What follows belongs to an exercise in optimizing a design on an open flow for small area; a production flow would make more cautious choices.
In this exercise RTL edits were held to simulation tests only and were not proved equivalent to the original.
No activity file was given, so power comes from the tool's default toggle rates.

$ cat flow/config.mk
export PLATFORM = sky130hd
export DESIGN_NAME = hub75_rx
export DESIGN_NICKNAME = hub75_rx
export VERILOG_FILES = /design/flow/design.v
export SDC_FILE = /design/flow/constraint.sdc
export NUM_CORES = 4
export LEC_CHECK = 0
export CAP_MARGIN = 20
export CORE_MARGIN = 2
export CORE_UTILIZATION = 60
export CTS_BUF_LIST = sky130_fd_sc_hd__clkbuf_8
export CTS_CLUSTER_DIAMETER = 80
export CTS_CLUSTER_SIZE = 18
export PLACE_DENSITY = 0.75
export SLEW_MARGIN = 20
export SYNTH_HIERARCHICAL = 1
$ cat flow/standard.sh
#!/bin/bash
# synth_recipe.tcl (not shown) runs the flow's synth.tcl, then flattens the netlist and writes it again
# the make line also repeats each setting of config.mk as NAME=value (left out here)
make -C /OpenROAD-flow-scripts/flow DESIGN_CONFIG=/design/flow/config.mk WORK_HOME=/design/flow/orfs CLKGATE_MAP_FILE= SYNTH_SCRIPT=/design/flow/synth_recipe.tcl "${@:-finish}"
$ cat flow/design.v
package hub75_pkg;
  localparam int COLS      = 64;
  localparam int ROW_BITS  = 4;
  localparam int PIX_BITS  = 6;
  localparam int COL_BITS  = 6;
  localparam int CNT_BITS  = 7;
  localparam int LC_BITS   = 16;
  localparam logic [CNT_BITS-1:0] CNT_FULL = 7'd64;
  localparam logic [CNT_BITS-1:0] CNT_MAX  = 7'd127;
  localparam logic [COL_BITS-1:0] COL_LAST = 6'd63;
endpackage
module hub75_edge_sync (
  input  logic clk,
  input  logic rst,
  input  logic din,
  output logic q0,
  output logic q1
);
  always_ff @(posedge clk or posedge rst) begin
    if (rst) begin
      q0 <= 1'b0;
      q1 <= 1'b0;
    end else begin
      q0 <= din;
      q1 <= q0;
    end
  end
endmodule
module hub75_rx (
  input  logic        clk,
  input  logic        rst,
  input  logic        hub_clk,
  input  logic [5:0]  hub_rgb,
  input  logic [3:0]  hub_addr,
  input  logic        hub_lat,
  input  logic        hub_oe,
  output logic        wr_valid,
  input  logic        wr_ready,
  output logic [9:0]  wr_addr,
  output logic [5:0]  wr_data,
  output logic        line_done,
  output logic        len_err,
  output logic        overrun,
  output logic        lit,
  output logic [15:0] line_count
);
  logic cs0, cs1;             
  logic ls0, ls1;             
  logic lat_q;                
  logic [5:0] rgb_h;          
  logic [3:0] addr_h, addr_d; 
  logic [2:0] oe_q;
  logic       lit_q;
  logic [63:0][5:0] sr_q;
  logic [63:0][5:0] dbuf_q;
  logic [6:0] fill_q, snap_fill_q;
  logic [6:0] cnt_q;
  logic [3:0] row_q;
  logic [5:0] col_q;
  logic [15:0] lc_q;
  logic dump_q, done_q;
  logic len_err_q, overrun_q;
  logic shift;
  hub75_edge_sync u_clk_sync (.clk(clk), .rst(rst), .din(hub_clk), .q0(cs0), .q1(cs1));
  hub75_edge_sync u_lat_sync (.clk(clk), .rst(rst), .din(hub_lat), .q0(ls0), .q1(ls1));
  assign shift = cs0 & ~cs1;
  always_ff @(posedge clk or posedge rst) begin
    if (rst) begin
      lat_q     <= 1'b0;
      rgb_h     <= '0;
      addr_h    <= '0;
      oe_q      <= '0;
      lit_q     <= 1'b0;
      fill_q    <= '0;
      cnt_q     <= '0;
      lc_q      <= '0;
      dump_q    <= 1'b0;
      done_q    <= 1'b0;
      len_err_q <= 1'b0;
      overrun_q <= 1'b0;
    end else begin
      lat_q  <= ls0 & ~ls1;
      if (!hub_clk) rgb_h  <= hub_rgb;
      if (!hub_lat) addr_h <= hub_addr;
      oe_q   <= {oe_q[1:0], hub_oe};
      lit_q  <= ~oe_q[2];
      if (shift && !fill_q[6]) fill_q <= fill_q + 1'b1;
      if (lat_q)
        cnt_q <= {6'd0, shift};
      else if (shift && cnt_q != hub75_pkg::CNT_MAX)
        cnt_q <= cnt_q + 1'b1;
      if (lat_q) begin
        if (dump_q || done_q) overrun_q <= 1'b1;
        else if (cnt_q != hub75_pkg::CNT_FULL) len_err_q <= 1'b1;
      end
      done_q <= 1'b0;
      if (done_q) lc_q <= lc_q + 1'b1;
      if (!dump_q && !done_q) begin
        if (lat_q) dump_q <= 1'b1;
      end else if (dump_q && wr_ready && col_q == hub75_pkg::COL_LAST) begin
        dump_q <= 1'b0;
        done_q <= 1'b1;
      end
    end
  end
  always_ff @(posedge clk) begin
    addr_d <= addr_h;
    if (shift) sr_q <= {sr_q[62:0], rgb_h};
    if (lat_q && !dump_q && !done_q) begin
      dbuf_q      <= sr_q;
      row_q       <= addr_d;
      snap_fill_q <= fill_q;
      col_q       <= '0;
    end else if (dump_q && wr_ready) begin
      col_q <= col_q + 1'b1;
    end
  end
  assign wr_valid   = dump_q;
  assign wr_addr    = {row_q, col_q};
  logic [63:0] col_sel;
  logic [5:0]  rd;
  hub75_coldec u_dec (.col(col_q), .sel(col_sel));
  hub75_rdmux  u_rd  (.sel(col_sel), .d(dbuf_q), .q(rd));
  assign wr_data    = (snap_fill_q[6] || col_q < snap_fill_q[5:0]) ? rd : 6'd0;
  assign line_done  = done_q;
  assign len_err    = len_err_q;
  assign overrun    = overrun_q;
  assign lit        = lit_q;
  assign line_count = lc_q;
endmodule
module hub75_coldec (
  input  logic [5:0]  col,
  output logic [63:0] sel
);
  always_comb
    for (int i = 0; i < 64; i++) sel[i] = (col == 6'(i));
endmodule
module hub75_rdmux (
  input  logic [63:0]       sel,
  input  logic [63:0][5:0]  d,
  output logic [5:0]        q
);
  logic [65:0]      sel_x;
  logic [65:0][5:0] d_x;
  logic [21:0][5:0] g_n;
  assign sel_x = {2'b00, sel};
  assign d_x   = {12'd0, d};
  for (genvar k = 0; k < 22; k++) begin : g_grp
    for (genvar b = 0; b < 6; b++) begin : g_bit
      hub75_aoi222 u_g (
        .s0(sel_x[3*k]),   .d0(d_x[3*k][b]),
        .s1(sel_x[3*k+1]), .d1(d_x[3*k+1][b]),
        .s2(sel_x[3*k+2]), .d2(d_x[3*k+2][b]),
        .y_n(g_n[k][b])
      );
    end
  end
  always_comb
    for (int b = 0; b < 6; b++) begin
      q[b] = 1'b0;
      for (int k = 0; k < 22; k++) q[b] = q[b] | ~g_n[k][b];
    end
endmodule
module hub75_aoi222 (
  input  logic s0, d0, s1, d1, s2, d2,
  output logic y_n
);
  assign y_n = ~((s0 & d0) | (s1 & d1) | (s2 & d2));
endmodule
$ cat flow/flow/run.sh
#!/bin/bash
# Standard ORFS layout with a leaner clock tree (no CTS dummy loads) and
# minimum-size port buffers. Synthesis is the standard synthesis.
set -euo pipefail
export CTS_ARGS="-sink_clustering_enable -repair_clock_nets -dont_use_dummy_load -buf_list sky130_fd_sc_hd__clkbuf_8 -sink_clustering_size 18 -sink_clustering_max_diameter 80"
export BUFFER_PORTS_ARGS="-buffer_cell sky130_fd_sc_hd__buf_1"
bash standard.sh synth > synth.log 2>&1
bash standard.sh finish > layout.log 2>&1
$ cat flow/constraint.sdc
create_clock -name core_clock -period 6.0 [get_ports {clk}]
set_input_delay 1.2000 -clock core_clock [delete_from_list [all_inputs] [get_ports {clk}]]
set_output_delay 1.2000 -clock core_clock [all_outputs]
set_load 0.01 [all_outputs]
==> results of run 1 <==
==> registers in the layout, indices dropped and copies added (netlist names), 3 cells and up <==
name	flops
cnt_q	7
col_q	6
rgb_h	6
oe_q	3
row_q	4
addr_d	4
snap_fill_q	7
addr_h	4
sr_q	384
dbuf_q	384
lc_q	16
fill_q	7
==> cell families (layout without fill, tap and decap cells) <==
family                   after synthesis  after routing  share of synthesized area (%)
XOR/XNOR                              27             27                          0.868
AND/OR/NAND/NOR                      200            200                           4.04
adder cells (fa/ha/maj)               10             10                          0.445
multiplexers                          13             13                          0.516
flip-flops                           842            842                           88.6
AO/OA/AOI/OAI                        149            149                           5.12
buffers and inverters                 28            129                          0.396
other                                  1             24                         0.0133
==> report_power, final <==
part | internal (uW) | switching (uW)
registers | 6680 | 210
clock network | 780 | 1550
logic | 327 | 736
==> Yosys stat by module (local to each module, per instance) <==
module,cells,area [um^2],times used
hub75_aoi222,1,10.0,132
hub75_coldec,95,465,1
hub75_edge_sync,3,53.8,2
hub75_rx,994,25900,1
hub75_rdmux,43,282,1
==> synthesized netlist by cell type (all sizes together) <==
cell type / n / share of area (%)
nand4bb: 6 / 0.24
o21bai: 3 / 0.080
nand4b: 4 / 0.12
nor3: 2 / 0.093
nor2b: 1 / 0.022
a31o: 1 / 0.031
edfxtp: 779 / 83
xnor2: 14 / 0.44
a211oi: 1 / 0.027
conb: 1 / 0.013
a31oi: 3 / 0.067
mux2: 12 / 0.48
nor2: 82 / 1.1
o21ai: 2 / 0.036
o211ai: 1 / 0.027
nand2: 12 / 0.16
nand3: 12 / 0.23
mux2i: 1 / 0.036
and2: 1 / 0.022
a21o: 2 / 0.053
or2: 2 / 0.045
inv: 13 / 0.17
nor3b: 2 / 0.071
xor2: 13 / 0.43
nand4: 37 / 0.88
a21oi: 2 / 0.036
and4: 9 / 0.29
and3: 10 / 0.22
o2111ai: 1 / 0.031
nand2b: 5 / 0.14
a221o: 1 / 0.036
dfxtp: 10 / 0.71
or4b: 4 / 0.14
clkbuf: 12 / 0.16
dfrtp: 53 / 4.7
a222oi: 132 / 4.7
or4: 1 / 0.040
nor4: 8 / 0.18
or3: 2 / 0.044
ha: 10 / 0.44
buf: 3 / 0.062
==> layout make-up <==
class,count,share of cell area [%]
flip-flops and latches,842,83.2
multi-input cells,423,10.6
well taps,607,2.53
clock buffers,52,2.39
repair buffers,64,1.10
inverters,13,0.180
==> path summary, 6_finish.rpt <==
check                      startpoint            end  slack, ps  cells after the start
hold reg to reg               oe_q[0]        oe_q[1]        360                      0
min in group asynchronous         rst  u_lat_sync.q0        380                      2
setup reg to reg                lat_q    dbuf_q[379]       3170                      4
setup / recovery             col_q[1]     wr_data[5]        320                      8
hold / removal                oe_q[0]        oe_q[1]        360                      0
max in group asynchronous         rst         dump_q       4770                      2
==> metrics by stage <==
step / std cells / worst slack (ps) / setup TNS (ps) / area [um^2] / power, uW
floorplan: 1293 / -5170 / -2302850 / 28200 / 7640
global placement: 1948 / 1080 / 0 / 29200 / 8040
detailed placement: 1948 / 979 / 0 / 29200 / 8070
CTS: 2000 / 215 / 0 / 29900 / 10300
global route: 2001 / 172 / 0 / 30000 / 10700
finish: 2001 / 319 / 0 / 30000 / 10300
==> routing by layer <==
metal	share of wire, %	vias to the layer above	global-route usage, %	routed length, um
li1	-	5562	-	-
met1	41	6439	29.1	20000
met2	49	529	32.7	24000
met3	7.6	89	3.73	3720
met4	3.0	0	7.38	1500
met5	0	-	0	0
==> Flow_metrics.wiki, run 1 <==
{| class="wikitable"
! Metric !! Value
|-
| Final hold violation count || 0
|-
| Area of the multi-input gates || roughly 0.0032 mm^2
|-
| Mapped Area || about 0.028 mm^2
|-
| Chip width || 221 um
|-
| Remaining number of nets flagged by the antenna check after routing || 0
|-
| Number of hold buffers added after cts || 0
|-
| Crit Path Max Fanout || 16
|-
| H-tree lvl count || 2
|-
| Critical Path Sink Type || output pin
|-
| Wire length of the first global-routing pass || 73800 um
|-
| Full die area || just under 0.05 mm^2
|-
| Family of cells with the greatest summed delay on the critical path || simple AND/OR/NAND/NOR gates
|-
| Total count of max-transition violations in the final report || 0
|-
| Outcome || finished clean
|-
| RSZ-0062 raised after global routing || no
|-
| Unique cell type count in the Yosys netlist || between 50 and 60
|-
| Gp weighted congestion || between 0.8 and 0.9
|-
| Power per cell area || approximately 340 mW/mm^2
|-
| Commonest non-fill, non-tap cell in the layout || sky130_fd_sc_hd__edfxtp_1
|-
| Later-pin clock latency in the skew report || between 600 and 700 ps
|-
| Routed length per instance || around 25 um
|-
| Mapped Cells || between 1000 and 1500
|-
| Headroom to the max-slew limit || 32.2%
|-
| Post-CTS setup buffer count || 0
|-
| Count of yosys warnings during synthesis || 10
|-
| Root buffer selected by CTS || sky130_fd_sc_hd__clkbuf_8
|-
| Fraction of layout instances using a drive strength above 1 || 6.46%
|-
| Final-stage net count || roughly 1400
|-
| Critical path class || reg2out
|-
| Clock tree buffer depth || 3
|-
| Arrival time at the worst endpoint || 4480 ps
|-
| Avg Synthesized Cell Area || 22.1 um^2
|-
| Required @ worst endpoint || 4800 ps
|-
| Maximum clock rate || around 180 MHz
|-
| Area of the core || 0.0465 mm^2
|-
| Total vias in the final route || 12600
|-
| Sequential cell area || ~0.025 mm^2
|-
| Initial Util || 60.5%
|-
| Quantity of I/O buffers inserted on ports || 52
|-
| Crit share post-route || about 95%
|-
| Largest net degree at the start of global routing || ~210
|-
| Via density || 6.31
|-
| Detailed-route DRC error count || 0
|-
| Leakage power summed over all cells || about 0.0095 uW
|-
| Clock period minus final worst setup slack || between 5000 and 6000 ps
|-
| Antenna cell count || 0
|-
| Filler instances || just over 3000
|-
| Crit path launch type || flop
|-
| Final core utilization || 64.5%
|-
| Crit-path max cell delay || roughly 850 ps
|-
| Total of endpoints with negative setup slack in the final report || 0
|-
| Critical path, cell by cell || nand2b_1 -> nor2_1 -> a222oi_1 -> nand4_1 -> nor4_1 -> nand4_1 -> and3_1 -> buf_1
|-
| Cell seen most often among critical-path stages || sky130_fd_sc_hd__nand4_1
|-
| Leading cell types in the layout, fill and taps excluded || sky130_fd_sc_hd__edfxtp_1 (779), sky130_fd_sc_hd__a222oi_1 (132), sky130_fd_sc_hd__nor2_1 (82)
|-
| Number of clock sinks || between 800 and 900
|-
| Overall Global Routing Usage || approximately 20%
|-
| CTS tree || built
|-
| Slowest cell on the critical path || sky130_fd_sc_hd__nor4_1
|-
| Max VDD drop || 0.226 mV
|-
| Clock buffer count from CTS || 52
|-
| Boundary Pins || 53
|-
| Total length of routed wires || between 40000 and 50000 um
|-
| Post-synthesis sequential element count || about 840
|-
| Via count of the first global-routing pass || between 10000 and 15000
|-
| Worst Path Buf+Inv || 1
|-
| Hold_ws || roughly 360 ps
|-
| Area Growth Syn to Fin || 6.55%
|-
| Initial antenna violation count || 0
|-
| Max_cap viols || 0
|-
| Final setup skew || ~33 ps
|-
| Hold crit path type || reg2reg
|-
| Actual slew at the worst max-slew pin || between 1000 and 1500 ps
|-
| Total iterations of the first detailed-routing run || 6
|-
| Clock-pin slew of the registers on the worst-case setup and hold paths || between 100 and 150 ps
|-
| Placement Rows || 79
|-
| Congestion Overflow GR || 0
|-
| Chip Height || 221 um
|-
| Detailed router's first-iteration violation count || around 2000
|-
| Gates resized, CTS repair || 0
|-
| Proportion of synthesized chip area in sequential cells || 88.6%
|-
| Post-detail-place hpwl || between 30000 and 40000 um
|}
==> inputs of run 2 (changes only) <==
--- a/flow/design.v
+++ b/flow/design.v
@@ -119,9 +119,9 @@
   assign wr_addr    = {row_q, col_q};
   logic [63:0] col_sel;
   logic [5:0]  rd;
-  hub75_coldec u_dec (.col(col_q), .sel(col_sel));
+  hub75_coldec u_dec (.col(col_q), .en(snap_fill_q[6] || col_q < snap_fill_q[5:0]), .sel(col_sel));
   hub75_rdmux  u_rd  (.sel(col_sel), .d(dbuf_q), .q(rd));
-  assign wr_data    = (snap_fill_q[6] || col_q < snap_fill_q[5:0]) ? rd : 6'd0;
+  assign wr_data    = rd;
   assign line_done  = done_q;
   assign len_err    = len_err_q;
   assign overrun    = overrun_q;
@@ -130,36 +130,30 @@
 endmodule
 module hub75_coldec (
   input  logic [5:0]  col,
+  input  logic        en,
   output logic [63:0] sel
 );
   always_comb
-    for (int i = 0; i < 64; i++) sel[i] = (col == 6'(i));
+    for (int i = 0; i < 64; i++) sel[i] = en && (col == 6'(i));
 endmodule
 module hub75_rdmux (
   input  logic [63:0]       sel,
   input  logic [63:0][5:0]  d,
   output logic [5:0]        q
 );
-  logic [65:0]      sel_x;
-  logic [65:0][5:0] d_x;
-  logic [21:0][5:0] g_n;
-  assign sel_x = {2'b00, sel};
-  assign d_x   = {12'd0, d};
-  for (genvar k = 0; k < 22; k++) begin : g_grp
+  logic [5:0][20:0] g_n;
+  for (genvar k = 0; k < 21; k++) begin : g_grp
     for (genvar b = 0; b < 6; b++) begin : g_bit
       hub75_aoi222 u_g (
-        .s0(sel_x[3*k]),   .d0(d_x[3*k][b]),
-        .s1(sel_x[3*k+1]), .d1(d_x[3*k+1][b]),
-        .s2(sel_x[3*k+2]), .d2(d_x[3*k+2][b]),
-        .y_n(g_n[k][b])
+        .s0(sel[3*k]),   .d0(d[3*k][b]),
+        .s1(sel[3*k+1]), .d1(d[3*k+1][b]),
+        .s2(sel[3*k+2]), .d2(d[3*k+2][b]),
+        .y_n(g_n[b][k])
       );
     end
   end
   always_comb
-    for (int b = 0; b < 6; b++) begin
-      q[b] = 1'b0;
-      for (int k = 0; k < 22; k++) q[b] = q[b] | ~g_n[k][b];
-    end
+    for (int b = 0; b < 6; b++) q[b] = ~&g_n[b] | (sel[63] & d[63][b]);
 endmodule
 module hub75_aoi222 (
   input  logic s0, d0, s1, d1, s2, d2,
==> run 2 against run 1 <==
Compared with the run above:
- critical path depth grew 4
- routed wire length grew 3.1%
- first-iteration DRC count grew 13%
- area after synthesis shrank 0.17%
- core utilization shrank 0.065 points
- non-clock buffer count grew 4
- clock power is essentially flat
- sequential power shrank 0.7%
- final cell count shrank 0.90%
- setup slack lost 9.4 ps
==> Flow_metrics.wiki, run 2 <==
{| class="wikitable"
! Metric !! Value
|-
| Outcome || finished clean
|-
| Count of yosys warnings during synthesis || 10 (unchanged)
|-
| Routed length per instance || 25.6 um (+4.0%)
|-
| Max_cap viols || 0 (unchanged)
|-
| Boundary Pins || 53 (unchanged)
|-
| Number of hold buffers added after cts || 0 (unchanged)
|-
| Synth area leaders || sky130_fd_sc_hd__edfxtp_1 (83%), sky130_fd_sc_hd__dfrtp_1 (4.7%), sky130_fd_sc_hd__a222oi_1 (4.5%)
|-
| Total iterations of the first detailed-routing run || 9 (+3)
|-
| Detailed router's first-iteration violation count || 2209 (+13%)
|-
| Crit share post-route || 94.8% (+0.16 points)
|-
| Non-Filler Instances || 1983 (-0.90%)
|-
| Placement Rows || 79 (unchanged)
|-
| Root buffer selected by CTS || sky130_fd_sc_hd__clkbuf_8
|-
| Worst Path Buf+Inv || 2 (+1)
|-
| Crit path from || col_q[3]
|-
| Total of endpoints with negative setup slack in the final report || 0 (unchanged)
|-
| Quantity of I/O buffers inserted on ports || 52 (unchanged)
|-
| Top routing layer used || met4
|-
| Initial Util || 60.6% (about the same)
|-
| Most common flop cell mapped by yosys || sky130_fd_sc_hd__edfxtp_1
|-
| RSZ-0062 raised after global routing || no
|-
| Unique cell type count in the Yosys netlist || 51 (unchanged)
|-
| Proportion of synthesized chip area in sequential cells || 88.8% (+0.15 points)
|-
| Detail Route met3 WL || 3890 um (+4.4%)
|-
| Maximum clock rate || 176 MHz (-0.16%)
|-
| Chip Height || 220 um (about the same)
|-
| Leakage power summed over all cells || 0.00950 uW (+0.28%)
|-
| Congestion Overflow GR || 0 (unchanged)
|-
| Avg Synthesized Cell Area || 22.1 um^2 (-0.17%)
|-
| Post-synth EDFFs || 779 (unchanged)
|-
| Final hold violation count || 0 (unchanged)
|-
| Number of placed cells counting well taps || 1931 (-0.87%)
|-
| Min-Delay Startpoint || addr_h[0]
|-
| Clock-pin slew of the registers on the worst-case setup and hold paths || 100 ps (about the same)
|-
| Post-detail-place hpwl || 32200 um (+3.3%)
|-
| Detailed-route DRC error count || 0 (unchanged)
|-
| Total count of max-transition violations in the final report || 0 (unchanged)
|-
| Commonest non-fill, non-tap cell in the layout || sky130_fd_sc_hd__edfxtp_1
|-
| Critical path, cell by cell || ha_1 -> a211oi_1 -> nor2_1 -> o31ai_1 -> buf_4 -> or3b_1 -> nor2_1 -> a222oi_1 -> nand2_1 -> a211oi_1 -> nand2_1 -> buf_1
|-
| Overall Global Routing Usage || 21.2% (+0.72 points)
|-
| Antenna cell count || 0 (unchanged)
|-
| Family of cells with the greatest summed delay on the critical path || simple AND/OR/NAND/NOR gates
|-
| Post-synthesis sequential element count || 842 (unchanged)
|-
| Gp weighted congestion || 0.889 (+6.6%)
|-
| CTS tree || built
|-
| Post-CTS setup buffer count || 0 (unchanged)
|-
| Full die area || 0.0485 mm^2 (-0.17%)
|-
| Gates resized, CTS repair || 0 (unchanged)
|-
| Arrival time at the worst endpoint || 4490 ps (about the same)
|-
| Later-pin clock latency in the skew report || 670 ps (about the same)
|-
| Critical Path Sink Type || output pin
|-
| Via density || 6.46 (+2.4%)
|-
| Mapped Area || 0.0281 mm^2 (-0.17%)
|-
| Initial antenna violation count || 0 (unchanged)
|-
| Final core utilization || 64.4% (-0.065 points)
|-
| Clock buffer count from CTS || 52 (unchanged)
|-
| Setup slack after placement || 1080 ps (+96.4 ps)
|-
| Largest registers || dbuf_q x384, sr_q x384, lc_q x16
|-
| Area of the core || 0.0464 mm^2 (-0.21%)
|-
| Total length of routed wires || 50700 um (+3.1%)
|-
| Total vias in the final route || 12800 (+1.4%)
|-
| Final worst slack || 310 ps (-9.35 ps)
|-
| Chip width || 220 um (about the same)
|-
| Number of clock sinks || 842 (unchanged)
|-
| Crit Path Max Fanout || 21 (+5)
|-
| Power per cell area || 348 mW/mm^2 (+1.4%)
|-
| Headroom to the max-slew limit || 38.2% (+6.0 points)
|-
| Crit-path max cell delay || 740 ps (-110 ps)
|-
| Leading cell types in the layout, fill and taps excluded || sky130_fd_sc_hd__edfxtp_1 (779), sky130_fd_sc_hd__a222oi_1 (126), sky130_fd_sc_hd__nor2_1 (83)
|-
| Post-place instance area || 0.0292 mm^2 (-0.23%)
|-
| Clock period minus final worst setup slack || 5690 ps (+9.35 ps)
|-
| Hold crit path type || reg2reg
|-
| Design Area, Final || 0.0299 mm^2 (-0.31%)
|-
| H-tree lvl count || 2 (unchanged)
|-
| Mapped Cells || 1270 (unchanged)
|-
| Critical path class || reg2out
|-
| Actual slew at the worst max-slew pin || 927 ps (-90.0 ps)
|-
| Area Growth Syn to Fin || 6.39%
|-
| Wire length of the first global-routing pass || 75300 um (+2.0%)
|-
| Slowest cell on the critical path || sky130_fd_sc_hd__dfxtp_1
|-
| Post-synthesis async set-or-reset flop share || 6.29% (unchanged)
|-
| Fraction of layout instances using a drive strength above 1 || 6.83% (+0.38 points)
|-
| Via count of the first global-routing pass || 12300 (-0.81%)
|-
| Clock tree buffer depth || 3 (unchanged)
|-
| Remaining number of nets flagged by the antenna check after routing || 0 (unchanged)
|-
| Worst reg2reg path startpoint || lat_q
|-
| Wire length on met2 || 24200 um (+0.93%)
|-
| Largest net degree at the start of global routing || 159 (-24%)
|-
| Final setup skew || 27.2 ps (-5.36 ps)
|-
| Crit path launch type || flop
|-
| WL met1 || 21300 um (+6.5%)
|-
| Share of the synthesized area in the top cell type || 83.3% (+0.14 points)
|-
| Required @ worst endpoint || 4800 ps (about the same)
|-
| Commonest cells in the netlist || sky130_fd_sc_hd__edfxtp_1 (779), sky130_fd_sc_hd__a222oi_1 (126), sky130_fd_sc_hd__nor2_1 (83)
|-
| Final-stage net count || 1404 (-1.3%)
|-
| Total Power Consumption || 10400 uW (+1.0%)
|-
| Synth area leader || sky130_fd_sc_hd__edfxtp_1
|-
| Leading cell type by number of instances after synthesis || sky130_fd_sc_hd__edfxtp_1
|-
| Max VDD drop || 0.252 mV (+12%)
|}
[run 2: cell count changes in the layout (fill, tap and decap cells not counted), moves of 6 or more]
cell	previous run	this run
sky130_fd_sc_hd__a222oi_1	132	126
sky130_fd_sc_hd__and4_1	8	2
sky130_fd_sc_hd__a211oi_1	1	7
sky130_fd_sc_hd__and3_1	10	4
sky130_fd_sc_hd__conb_1	24	0
sky130_fd_sc_hd__nand2_1	12	24
[run 2: routing by layer]
metal | track usage [%] | up-vias
met5 | 0 | -
met4 | 6.13 | 0
met3 | 3.52 | 84
met2 | 33.6 | 658
met1 | 31.2 | 6550
li1 | - | 5509
[run 2: kinds of logic after synthesis]
family | after synthesis | synth area share [%]
flops | 842 | 88.8
simple gates | 201 | 3.94
compound gates | 147 | 5.02
xor+xnor | 28 | 0.873
buf+inv | 28 | 0.406
mux | 14 | 0.553
fa+ha+maj | 10 | 0.446
[run 2: where the power goes]
group	switching (uW)	internal [uW]	total (uW)
Combinational	864	366	1230
Clock	1550	780	2330
Sequential	151	6690	6840
[run 2: layout make-up]
cell class                      instances  area, um^2
Inverter                               14        61.3
Multi-Input combinational cell        400        3050
Clock buffer                           52         716
Timing Repair Buffer                   68         365
Fill cell                            2979       16500
Sequential cell                       842       24900
Tap cell                              607         759
[run 2: worst paths after layout]
check / depth (start not counted) / slack (ps) / to
worst min-delay path: 0 / 370 / addr_d[0]
min in group asynchronous: 2 / 390 / u_clk_sync.q1
worst max register to register: 2 / 3540 / dbuf_q[379]
worst max-delay path: 12 / 310 / wr_data[3]
worst min register to register: 0 / 370 / addr_d[0]
max in group asynchronous: 2 / 4740 / dump_q
[run 2: Yosys stat by module (local to each module, per instance)]
module           flops+latches  cells inside  area [um^2]  times used
hub75_rx                   838           991        25900           1
hub75_coldec                 0            93          468           1
hub75_rdmux                  0            54          308           1
hub75_edge_sync              2             3         53.8           2
hub75_aoi222                 0             1         10.0         126
[run 2: stage by stage]
stage	setup TNS [ps]	hold slack [ps]
2_1_floorplan	-2034590	331
3_3_place_gp	0	335
3_5_place_dp	0	354
4_1_cts	0	345
5_1_grt	0	362
6_report	0	373
==> inputs of run 3 (changes only) <==
--- a/flow/config.mk
+++ b/flow/config.mk
@@ -7,10 +7,10 @@
 export LEC_CHECK = 0
 export CAP_MARGIN = 20
 export CORE_MARGIN = 2
-export CORE_UTILIZATION = 60
+export CORE_UTILIZATION = 70
 export CTS_BUF_LIST = sky130_fd_sc_hd__clkbuf_8
 export CTS_CLUSTER_DIAMETER = 80
 export CTS_CLUSTER_SIZE = 18
-export PLACE_DENSITY = 0.75
+export PLACE_DENSITY = 0.85
 export SLEW_MARGIN = 20
 export SYNTH_HIERARCHICAL = 1
==> run 3 against run 2 <==
Compared with the run above:
- still clean on timing, DRC and antenna
- core utilization up 11 points
- first-iteration DRC count grew 5.3%
- area after synthesis unchanged
- setup slack lost 63 ps
- hold slack lost 22 ps
- synthesized cell count unchanged
- critical path depth stayed put
- critical endpoint is now wr_data[0]
- largest power group unchanged
==> Flow_metrics.wiki, run 3 <==
{| class="wikitable"
! Metric !! Value
|-
| Wire length of the first global-routing pass || 77000 um (+2.3%)
|-
| Slowest cell on the critical path || sky130_fd_sc_hd__dfxtp_1
|-
| Post-synthesis sequential element count || 842 (unchanged)
|-
| Remaining number of nets flagged by the antenna check after routing || 0 (unchanged)
|-
| Register share of total power || 66.0% (+0.2 points)
|-
| H-tree lvl count || 2 (unchanged)
|-
| Overall Global Routing Usage || 25.3% (+4.1 points)
|-
| Crit share post-route || 95.9% (+1.1 points)
|-
| Placement Rows || 73 (-7.6%)
|-
| Crit Path Max Fanout || 21 (unchanged)
|-
| Share of the synthesized area in the top cell type || 83.3% (unchanged)
|-
| RSZ-0062 raised after global routing || no
|-
| Proportion of synthesized chip area in sequential cells || 88.8% (unchanged)
|-
| Detail Route met3 WL || 5720 um (+47%)
|-
| Clock tree buffer depth || 3 (unchanged)
|-
| Most common flop cell mapped by yosys || sky130_fd_sc_hd__edfxtp_1
|-
| Total length of routed wires || 51700 um (+2.0%)
|-
| Chip width || 204 um (-7.3%)
|-
| Critical Path Sink Type || output pin
|-
| Total count of max-transition violations in the final report || 0 (unchanged)
|-
| Boundary Pins || 53 (unchanged)
|-
| Gp weighted congestion || 0.944 (+6.1%)
|-
| Detailed router's first-iteration violation count || 2326 (+5.3%)
|-
| Mapped Cells || 1270 (unchanged)
|-
| Later-pin clock latency in the skew report || 680 ps (about the same)
|-
| Internal Pwr Total || 7820 uW (about the same)
|-
| Max VDD drop || 0.228 mV (-9.7%)
|-
| Part of the power in the clock network || 22.3% (about the same)
|-
| Post-CTS setup buffer count || 0 (unchanged)
|-
| Number of clock sinks || 842 (unchanged)
|-
| Combinational group share of total power || 11.7% (about the same)
|-
| Final worst slack || 246 ps (-63.4 ps)
|-
| Total of endpoints with negative setup slack in the final report || 0 (unchanged)
|-
| WL met1 || 19500 um (-8.4%)
|-
| Wire length on met2 || 24400 um (+0.75%)
|-
| Root buffer selected by CTS || sky130_fd_sc_hd__clkbuf_8
|-
| Outcome || finished clean
|-
| Final setup skew || 60.2 ps (+33.0 ps)
|-
| Fraction of layout instances using a drive strength above 1 || 6.76% (-0.068 points)
|-
| Mapped Area || 0.0281 mm^2 (unchanged)
|-
| Max_cap viols || 0 (unchanged)
|-
| Top routing layer used || met4
|-
| Total vias in the final route || 13100 (+2.0%)
|-
| Leakage power summed over all cells || 0.00949 uW (about the same)
|-
| Post-synth EDFFs || 779 (unchanged)
|-
| Area Growth Syn to Fin || 5.96%
|-
| Unique cell type count in the Yosys netlist || 51 (unchanged)
|-
| Critical path, cell by cell || ha_1 -> a211oi_1 -> nor2_1 -> o31ai_1 -> buf_4 -> or3b_1 -> nor2_1 -> a222oi_1 -> nand2_1 -> a211oi_1 -> nand2_1 -> buf_1
|-
| Largest registers || dbuf_q x384, sr_q x384, lc_q x16
|-
| Headroom to the max-slew limit || 30.0% (-8.2 points)
|-
| Psw || 2570 uW (+0.42%)
|-
| Synth area leader || sky130_fd_sc_hd__edfxtp_1
|-
| Summed negative setup slack over all endpoints || 0 ps (unchanged)
|-
| Full die area || 0.0417 mm^2 (-14%)
|-
| Setup slack after placement || 1010 ps (-70.0 ps)
|-
| Largest net degree at the start of global routing || 186 (+17%)
|-
| Total iterations of the first detailed-routing run || 9 (unchanged)
|-
| Clock buffer count from CTS || 52 (unchanged)
|-
| Antenna cell count || 0 (unchanged)
|-
| Via density || 6.87 (+6.4%)
|-
| Power per cell area || 349 mW/mm^2 (+0.44%)
|-
| Gates resized, CTS repair || 0 (unchanged)
|-
| Maximum clock rate || 174 MHz (-1.1%)
|-
| Crit-path max cell delay || 760 ps (+20 ps)
|-
| Final-stage net count || 1403 (-0.071%)
|-
| CTS tree || built
|-
| Routed length per instance || 27.2 um (+6.5%)
|-
| Clock period minus final worst setup slack || 5750 ps (+63.4 ps)
|-
| Commonest cells in the netlist || sky130_fd_sc_hd__edfxtp_1 (779), sky130_fd_sc_hd__a222oi_1 (126), sky130_fd_sc_hd__nor2_1 (83)
|-
| Avg Synthesized Cell Area || 22.1 um^2 (unchanged)
|-
| Leading cell types in the layout, fill and taps excluded || sky130_fd_sc_hd__edfxtp_1 (779), sky130_fd_sc_hd__a222oi_1 (126), sky130_fd_sc_hd__nor2_1 (83)
|-
| Synth area leaders || sky130_fd_sc_hd__edfxtp_1 (83%), sky130_fd_sc_hd__dfrtp_1 (4.7%), sky130_fd_sc_hd__a222oi_1 (4.5%)
|-
| Final hold violation count || 0 (unchanged)
|-
| Arrival time at the worst endpoint || 4550 ps (+60 ps)
|-
| Number of hold buffers added after cts || 0 (unchanged)
|-
| Count of yosys warnings during synthesis || 10 (unchanged)
|-
| Switching part of the total power || 24.7% (+0.096 points)
|-
| Commonest non-fill, non-tap cell in the layout || sky130_fd_sc_hd__edfxtp_1
|-
| Total Power Consumption || 10400 uW (about the same)
|-
| Via count of the first global-routing pass || 12600 (+2.9%)
|-
| Post-synthesis async set-or-reset flop share || 6.29% (unchanged)
|-
| Post-detail-place hpwl || 33600 um (+4.4%)
|-
| Initial Util || 70.8% (+10 points)
|-
| Quantity of I/O buffers inserted on ports || 52 (unchanged)
|-
| Area of the core || 0.0396 mm^2 (-14%)
|-
| Hold crit path type || reg2reg
|-
| Critical path class || reg2out
|-
| Clock-pin slew of the registers on the worst-case setup and hold paths || 100 ps (about the same)
|-
| Leading cell type by number of instances after synthesis || sky130_fd_sc_hd__edfxtp_1
|-
| Final core utilization || 75.0% (+11 points)
|-
| Crit path launch type || flop
|-
| Required @ worst endpoint || 4800 ps (about the same)
|-
| Congestion Overflow GR || 0 (unchanged)
|-
| Initial antenna violation count || 0 (unchanged)
|-
| Chip Height || 204 um (-7.3%)
|-
| Actual slew at the worst max-slew pin || 1050 ps (+123 ps)
|-
| Detailed-route DRC error count || 0 (unchanged)
|}
[run 3: cell counts after synthesis]
Identical to the previous run, type by type.
[run 3: final timing paths]
path	startpoint	endpoint	slack (ps)	depth (start not counted)
worst min-delay path	oe_q[1]	oe_q[2]	350	0
max in group asynchronous	rst	dump_q	4730	2
worst max register to register	done_q	dbuf_q[359]	3360	3
worst min register to register	oe_q[1]	oe_q[2]	350	0
worst max-delay path	col_q[3]	wr_data[0]	250	12
min in group asynchronous	rst	u_lat_sync.q0	430	2
[run 3: cell families (layout without fill, tap and decap cells)]
kind of cell / count (synthesis) / after routing / synth area share (%)
buf+inv: 28 / 133 / 0.406
xor+xnor: 28 / 28 / 0.873
flops: 842 / 842 / 88.8
compound gates: 147 / 147 / 5.02
mux: 14 / 14 / 0.553
fa+ha+maj: 10 / 10 / 0.446
simple gates: 201 / 201 / 3.94
[run 3: metal layers]
layer / vias up / track usage [%]
li1: 5513 / -
met1: 6545 / 37.3
met2: 860 / 38.9
met3: 134 / 4.58
met4: 0 / 10.1
met5: - / 0
[run 3: cell type report]
| cell class | count | area (um^2) |
|---|---|---|
| Timing Repair Buffer | 67 | 345 |
| Multi-Input combinational cell | 400 | 3050 |
| Fill cell | 2088 | 9890 |
| Tap cell | 525 | 657 |
| Inverter | 14 | 61.3 |
| Clock buffer | 52 | 716 |
| Sequential cell | 842 | 24900 |
[run 3: power by group through the flow]
stage / registers [uW] / logic [uW] / clock network, uW
final: 6860 / 1210 / 2320
after global routing: 6890 / 1280 / 2540
after CTS: 6860 / 1200 / 2370
after detailed placement: 6990 / 1200 / 0
after global placement: 6960 / 1150 / 0
after floorplan: 7000 / 672 / 0
[run 3: metrics by stage]
stage               std cells  instance area [um^2]  hold slack, ps
floorplan                1270                 28100             331
global placement         1848                 29000             336
detailed placement       1848                 29000             342
CTS                      1900                 29700             360
global route             1900                 29700             365
finish                   1900                 29700             351
[run 3: per-module statistics from Yosys, one instance, submodules excluded]
module | flip-flops and latches | cell area (um^2) | cells
hub75_aoi222 | 0 | 10.0 | 1
hub75_coldec | 0 | 468 | 93
hub75_rdmux | 0 | 308 | 54
hub75_rx | 838 | 25900 | 991
hub75_edge_sync | 2 | 53.8 | 3
[run 3: critical path, delay by kind of cell (launching register included)]
family                   cells  cell delay, ps
flip-flops                   1             760
adder cells (fa/ha/maj)      1             360
buffers and inverters        2             340
AND/OR/NAND/NOR              5            1570
AO/OA/AOI/OAI                4             860
==> inputs of run 4 (changes only) <==
--- a/flow/config.mk
+++ b/flow/config.mk
@@ -11,6 +11,8 @@
 export CTS_BUF_LIST = sky130_fd_sc_hd__clkbuf_8
 export CTS_CLUSTER_DIAMETER = 80
 export CTS_CLUSTER_SIZE = 18
+export GPL_ROUTABILITY_DRIVEN = 0
+export GPL_TIMING_DRIVEN = 0
 export PLACE_DENSITY = 0.85
 export SLEW_MARGIN = 20
 export SYNTH_HIERARCHICAL = 1
==> run 4 against run 3 <==
Compared with the run above:
- die area stayed put
- design area grew 1.4%
- non-clock buffer count grew 31
- critical path depth unchanged
- flip-flop and latch count is the same
- first-iteration DRC count fell by 1.6%
- register-to-register slack worse by 240 ps
- via count increased by 0.48%
- largest power group unchanged
- highest routed layer unchanged
==> Flow_metrics.wiki, run 4 <==
{| class="wikitable"
! Metric !! Value
|-
| Outcome || finished clean
|-
| Critical path class || reg2out
|-
| Post-detail-place hpwl || 35000 um (+4.2%)
|-
| Hold crit path type || reg2reg
|-
| H-tree lvl count || 2 (unchanged)
|-
| Total Power Consumption || 10500 uW (+1.0%)
|-
| Final setup skew || 45.7 ps (-14.5 ps)
|-
| Switching part of the total power || 25.3% (+0.58 points)
|-
| Via density || 6.79 (-1.1%)
|-
| Wire length of the first global-routing pass || 76700 um (-0.32%)
|-
| Full die area || 0.0417 mm^2 (unchanged)
|-
| Detailed router's first-iteration violation count || 2288 (-1.6%)
|-
| Fraction of layout instances using a drive strength above 1 || 8.89% (+2.1 points)
|-
| Count of yosys warnings during synthesis || 10 (unchanged)
|-
| Most common flop cell mapped by yosys || sky130_fd_sc_hd__edfxtp_1
|-
| Largest registers || dbuf_q x384, sr_q x384, lc_q x16
|-
| Area Growth Syn to Fin || 7.48%
|-
| Power per cell area || 348 mW/mm^2 (-0.43%)
|-
| Setup slack after placement || 590 ps (-416 ps)
|-
| Mapped Cells || 1270 (unchanged)
|-
| Required @ worst endpoint || 4800 ps (about the same)
|-
| Psw || 2660 uW (+3.4%)
|-
| Commonest non-fill, non-tap cell in the layout || sky130_fd_sc_hd__edfxtp_1
|-
| Share of the synthesized area in the top cell type || 83.3% (unchanged)
|-
| Clock period minus final worst setup slack || 5930 ps (+179 ps)
|-
| Overall Global Routing Usage || 25.1% (-0.24 points)
|-
| Mapped Area || 0.0281 mm^2 (unchanged)
|-
| Synth area leader || sky130_fd_sc_hd__edfxtp_1
|-
| CTS tree || built
|-
| Hold_ws || 355 ps (+4.44 ps)
|-
| Initial antenna violation count || 0 (unchanged)
|-
| Clock tree buffer depth || 3 (unchanged)
|-
| Total vias in the final route || 13100 (+0.48%)
|-
| Routed length per instance || 26.7 um (-1.9%)
|-
| Crit share post-route || 98.9% (+3.0 points)
|-
| Largest net degree at the start of global routing || 113 (-39%)
|-
| Congestion Overflow GR || 0 (unchanged)
|-
| Detailed-route DRC error count || 0 (unchanged)
|-
| Placement Rows || 73 (unchanged)
|-
| Initial Util || 70.8% (unchanged)
|-
| Quantity of I/O buffers inserted on ports || 52 (unchanged)
|-
| Remaining number of nets flagged by the antenna check after routing || 0 (unchanged)
|-
| Avg Synthesized Cell Area || 22.1 um^2 (unchanged)
|-
| Chip Height || 204 um (unchanged)
|-
| Post-synthesis async set-or-reset flop share || 6.29% (unchanged)
|-
| Arrival time at the worst endpoint || 4730 ps (+180 ps)
|-
| Final hold violation count || 0 (unchanged)
|-
| Actual slew at the worst max-slew pin || 695 ps (-355 ps)
|-
| Total iterations of the first detailed-routing run || 8 (-1)
|-
| Part of the power in the clock network || 22.2% (about the same)
|-
| Max VDD drop || 0.269 mV (+18%)
|-
| Crit path launch type || flop
|-
| Total length of routed wires || 51600 um (-0.29%)
|-
| Register share of total power || 65.6% (-0.4 points)
|-
| Leading cell type by number of instances after synthesis || sky130_fd_sc_hd__edfxtp_1
|-
| Crit Path Max Fanout || 12 (-43%)
|-
| Critical Path Sink Type || output pin
|-
| Total of endpoints with negative setup slack in the final report || 0 (unchanged)
|-
| Later-pin clock latency in the skew report || 680 ps (about the same)
|-
| Clock buffer count from CTS || 52 (unchanged)
|-
| Post-synth EDFFs || 779 (unchanged)
|-
| Internal Pwr Total || 7840 uW (+0.22%)
|-
| Area of the core || 0.0396 mm^2 (unchanged)
|-
| Antenna cell count || 0 (unchanged)
|-
| Final-stage net count || 1434 (+2.2%)
|-
| Combinational group share of total power || 12.2% (+0.5 points)
|-
| Total count of max-transition violations in the final report || 0 (unchanged)
|-
| Final worst slack || 67.6 ps (-179 ps)
|-
| Chip width || 204 um (unchanged)
|-
| Via count of the first global-routing pass || 13100 (+3.7%)
|-
| Boundary Pins || 53 (unchanged)
|-
| Synth area leaders || sky130_fd_sc_hd__edfxtp_1 (83%), sky130_fd_sc_hd__dfrtp_1 (4.7%), sky130_fd_sc_hd__a222oi_1 (4.5%)
|-
| Proportion of synthesized chip area in sequential cells || 88.8% (unchanged)
|-
| Leading cell types in the layout, fill and taps excluded || sky130_fd_sc_hd__edfxtp_1 (779), sky130_fd_sc_hd__a222oi_1 (126), sky130_fd_sc_hd__nor2_1 (80)
|-
| Unique cell type count in the Yosys netlist || 51 (unchanged)
|-
| Summed negative setup slack over all endpoints || 0 ps (unchanged)
|-
| Commonest cells in the netlist || sky130_fd_sc_hd__edfxtp_1 (779), sky130_fd_sc_hd__a222oi_1 (126), sky130_fd_sc_hd__nor2_1 (83)
|-
| Post-synthesis sequential element count || 842 (unchanged)
|-
| Clock-pin slew of the registers on the worst-case setup and hold paths || 100 ps (about the same)
|-
| Root buffer selected by CTS || sky130_fd_sc_hd__clkbuf_8
|-
| Max_cap viols || 0 (unchanged)
|-
| Maximum clock rate || 169 MHz (-3.0%)
|-
| Leakage power summed over all cells || 0.00968 uW (+2.0%)
|-
| Headroom to the max-slew limit || 53.5% (+24 points)
|-
| RSZ-0062 raised after global routing || no
|-
| Number of clock sinks || 842 (unchanged)
|}
-- run 4: final cells by class --
| type | instances | area (um^2) |
|---|---|---|
| flip-flops and latches | 842 | 24900 |
| fillers | 1993 | 9460 |
| multi-input cells | 400 | 3070 |
| clock buffers | 52 | 716 |
| repair buffers | 85 | 689 |
| well taps | 525 | 657 |
| plain buffers | 13 | 61.3 |
| inverters | 14 | 60.1 |
-- run 4: worst paths after layout --
| path | to | depth (start not counted) | startpoint | slack (ps) |
|---|---|---|---|---|
| hold reg to reg | oe_q[1] | 0 | oe_q[0] | 360 |
| hold / removal | oe_q[1] | 0 | oe_q[0] | 360 |
| setup / recovery | wr_data[4] | 12 | col_q[3] | 70 |
| min in group asynchronous | u_lat_sync.q0 | 2 | rst | 430 |
| setup reg to reg | sr_q[155] | 5 | u_clk_sync.q1 | 3120 |
| max in group asynchronous | fill_q[0] | 3 | rst | 4880 |
-- run 4: through the flow --
stage,area [um^2],cells,utilization (%)
2_1_floorplan,28100,1270,-
3_3_place_gp,28900,1847,73.0
3_5_place_dp,29400,1880,74.3
4_1_cts,30200,1932,76.1
5_1_grt,30200,1931,76.1
6_report,30200,1931,76.1
-- run 4: cell families (layout without fill, tap and decap cells) --
kind of cell	Yosys count	after routing	share of synthesized area (%)
AO/OA/AOI/OAI	147	147	5.02
XOR/XNOR	28	28	0.873
adder cells (fa/ha/maj)	10	10	0.446
multiplexers	14	14	0.553
buffers and inverters	28	164	0.406
AND/OR/NAND/NOR	201	201	3.94
flip-flops	842	842	88.8
-- run 4: per-module statistics from Yosys, one instance, submodules excluded --
| module | copies in the design | cells inside |
|---|---|---|
| hub75_rx | 1 | 991 |
| hub75_coldec | 1 | 93 |
| hub75_rdmux | 1 | 54 |
| hub75_edge_sync | 2 | 3 |
| hub75_aoi222 | 126 | 1 |
-- run 4: repair_timing --
| action | CTS | global route |
|---|---|---|
| hold buffers | 0 | 0 |
| setup endpoints to repair | 4 | 3 |
| resized for setup | 5 | 4 |
| setup buffers | 0 | 0 |
| cloned | 0 | 0 |
| pin swaps | 1 | 4 |
-- run 4: per-layer routing --
| metal | GRT usage (%) | routed length [um] | share of wire (%) | vias up |
|---|---|---|---|---|
| met3 | 6.17 | 5270 | 10 | 112 |
| met1 | 33.2 | 18800 | 36 | 6675 |
| li1 | - | - | - | 5583 |
| met5 | 0 | 0 | 0 | - |
| met4 | 8.62 | 1640 | 3.2 | 0 |
| met2 | 41.7 | 25900 | 50 | 745 |
-- run 4: power groups by stage --
stage | combinational, uW | sequential (uW) | clock (uW)
6_report | 1280 | 6890 | 2330
5_1_grt | 1350 | 6920 | 2540
4_1_cts | 1260 | 6880 | 2360
3_5_place_dp | 1250 | 7010 | 0
3_3_place_gp | 1130 | 7070 | 0
2_1_floorplan | 672 | 7000 | 0
-- run 4: worst max-delay path, stage by stage (launching register included) --
cell and delay (ps):
sky130_fd_sc_hd__dfxtp_2 500, sky130_fd_sc_hd__ha_1 310, sky130_fd_sc_hd__a211oi_1 300, sky130_fd_sc_hd__nor2_1 130, sky130_fd_sc_hd__o31ai_2 560, sky130_fd_sc_hd__or3b_1 560
sky130_fd_sc_hd__buf_2 240, sky130_fd_sc_hd__nor2_1 440, sky130_fd_sc_hd__a222oi_1 290, sky130_fd_sc_hd__nand4_1 280, sky130_fd_sc_hd__nor4_2 100, sky130_fd_sc_hd__nand2_1 170
sky130_fd_sc_hd__buf_1 180

==> what the ideal ports hide <==
The results above use ideal ports. As a check the final layouts listed here were re-extracted and re-timed, cells and wires unchanged.
Step 1 sets driving cells, clkbuf_16 on the clock port and buf_2 on the other inputs (assumed; they add their load-dependent delay and slew).
Step 2 adds t to the input delays and takes it off the output delays; t is the mean of the earliest and latest rising clock arrival at the registers after step 1. Input paths then give back, and output paths get back, about the clock's delay inside the block.
a / b / c = no drivers / after step 1 / after step 2; a / b = the first two.
| run | t (ns) | slack for setup (ns) | latest minus earliest clock arrival (ns) |
|---|---|---|---|
| run 1 | 0.706 | 0.319 / 0.266 / 0.972 | 0.036 / 0.037 |
| run 2 | 0.708 | 0.310 / 0.260 / 0.968 | 0.032 / 0.032 |
| run 3 | 0.702 | 0.246 / 0.197 / 0.899 | 0.065 / 0.066 |
| run 4 | 0.699 | 0.068 / 0.021 / 0.720 | 0.057 / 0.057 |
After both steps every run listed still meets setup and hold.
